Source: an optimization exercise on an open RTL-to-GDS flow (aim: small area, a short achievable clock period and few clock cycles). Production flows keep margins and buffers that such runs may drop.
Function was checked by simulation only, so behaviour that the tests miss may differ from the original.

Setup of before:
// calendar_date_stepper
module calendar_date_stepper
#(
    parameter int unsigned MAX_YEAR = 9999
) (
    input  logic               aclk,
    input  logic               aresetn,
    input  logic               cfg_wr_en,
    input  logic [MASK_W-1:0]  cfg_wr_data,
    input  logic               s_valid,
    output logic               s_ready,
    input  logic [1:0]         s_req_type,
    input  logic               s_step_back,
    input  logic [COUNT_W-1:0] s_step_count,
    input  logic [DAY_W-1:0]   s_load_day,
    input  logic [MONTH_W-1:0] s_load_month,
    input  logic [YEAR_W-1:0]  s_load_year,
    output logic               m_valid,
    input  logic               m_ready,
    output logic [DAY_W-1:0]   m_out_day,
    output logic [MONTH_W-1:0] m_out_month,
    output logic [YEAR_W-1:0]  m_out_year,
    output logic [WD_W-1:0]    m_weekday,
    output logic [DOY_W-1:0]   m_day_of_year,
    output logic               m_is_leap,
    output logic [DAY_W-1:0]   m_month_length,
    output logic               m_date_valid,
    output logic               m_is_weekend,
    output logic               m_range_error
);
For scale: roughly 4200 cells after synthesis, about 160 flip-flops, roughly 100 I/O pins, roughly 28000 um2 of cells after synthesis.
clock: 9.0 ns
lec_check: 0
abc_area: 1
cap_margin: 20
core_margin: 2
core_utilization: 40
setup_slack_margin: 0.8
slew_margin: 20
run.sh (not shown) runs the stock make flow with config.mk's settings and CLKGATE_MAP_FILE= SYNTH_SCRIPT=/design/flow/synth_recipe.tcl, a recipe that flattens the netlist after the stock synthesis.
In before the implementation completed, yet the final layout does not meet the checks, the culprit being setup timing.
Testbench counts of before, summed over its fixed seeds: cycles 1,568.
## Diff of input files: after against before
--- a/flow/design.v
+++ b/flow/design.v
@@ -528,41 +528,31 @@
             4'd6:              g_cm = 3'd4;
             4'd8:              g_cm = 3'd2;
             4'd9, 4'd12:       g_cm = 3'd5;
             default:           g_cm = 3'd0;
         endcase
     end
     logic [2:0] g_dm;
-    logic [4:0] g_base;
-    logic [5:0] g_s0;
-    logic [2:0] g_c0, g_c28, g_c29, g_c30;
+    logic [4:0] g_ws;
+    logic [3:0] g_w1;
     always_comb begin
-        case (gdd)
+        case (g_d)
             5'd7, 5'd14, 5'd21, 5'd28:  g_dm = 3'd0;
             5'd1, 5'd8, 5'd15, 5'd22, 5'd29: g_dm = 3'd1;
             5'd2, 5'd9, 5'd16, 5'd23, 5'd30: g_dm = 3'd2;
             5'd3, 5'd10, 5'd17, 5'd24, 5'd31: g_dm = 3'd3;
             5'd4, 5'd11, 5'd18, 5'd25: g_dm = 3'd4;
             5'd5, 5'd12, 5'd19, 5'd26: g_dm = 3'd5;
             5'd6, 5'd13, 5'd20, 5'd27: g_dm = 3'd6;
             default: g_dm = 3'd0;
         endcase
     end
-    assign g_base = 5'(g_ym) + 5'(g_cm) + 5'(g_lp && (gm > 4'd2));
-    assign g_s0   = 6'(g_base) + 6'(g_dm);
-    cds_mod7 u_wd0  (.x(16'(g_s0)), .r(g_c0));
-    cds_mod7 u_wd28 (.x(16'(g_base)), .r(g_c28));
-    cds_mod7 u_wd29 (.x(16'(g_base) + 16'd1), .r(g_c29));
-    cds_mod7 u_wd30 (.x(16'(g_base) + 16'd2), .r(g_c30));
-    always_comb begin
-        if (gdd <= g_l)          g_wd = g_c0;
-        else if (g_l == 5'd28)   g_wd = g_c28;
-        else if (g_l == 5'd29)   g_wd = g_c29;
-        else                     g_wd = g_c30;
-    end
+    assign g_ws = 5'(g_ym) + 5'(g_cm) + 5'(g_lp && (gm > 4'd2)) + 5'(g_dm);
+    assign g_w1 = 4'(g_ws[2:0]) + 4'(g_ws[4:3]);
+    assign g_wd = (g_w1 >= 4'd7) ? 3'(g_w1 - 4'd7) : g_w1[2:0];
     always_comb begin
         case (g_a4)
             2'd0:    g_yc400 = 9'(grem);
             2'd1:    g_yc400 = 9'd100 + 9'(grem);
             2'd2:    g_yc400 = 9'd200 + 9'(grem);
             default: g_yc400 = 9'd300 + 9'(grem);
         endcase
[summary]
The layout from after, despite a flow that completed every stage, fails the layout checks, with the failing checks listed as setup timing.
after vs. before: least setup slack across all paths after layout has increased.
Global-route wire length before repair, before and after, higher one = before.
Looking at layout net count, after sits 349 below before.
Routed wire in after totals less than in before.
The adder-cell area share of the yosys netlist in after was lower than what before gave.
after -> before: global route total overflow delta 0, exact match
Routing usage on met1 ended up 0.88 points lower on after than on before.
Post-synthesis net count in after is 257 below before.
Diff before -> after | non-clock buffer count | down by more than 10%
Compared to before, after was floorplanned on a smaller die.
Going from before to after, worst hold margin lower, detailed route wirelength on metal3 decreased by about 8% relative to the old numbers, total track usage went down.
Testbench counts of after, summed over its fixed seeds: cycles 1,568.

[port drivers added, routing unchanged]
No port has a modelled driver above. Below, the same layouts with a new extraction and two added sets of constraints.
Step 1, drivers: a clkbuf_16 drives aclk and a buf_2 each remaining input, both assumed.
Step 2 moves the port delays by t, midway between the first and last clock arrival at a register: inputs arrive t later, outputs are due t later. That takes back most of the time a late clock gives input paths.
a / b / c = no drivers / after step 1 / after step 2; a / b = the first two.
run | t (ns) | slack for setup (ns) | worst register clock-pin slew, ns | cell pins on the clock port's net
before | 0.562 | -0.868 / -0.868 / -0.868 | 0.08 / 0.08 | 1
after | 0.581 | -0.577 / -0.577 / -0.577 | 0.08 / 0.08 | 1
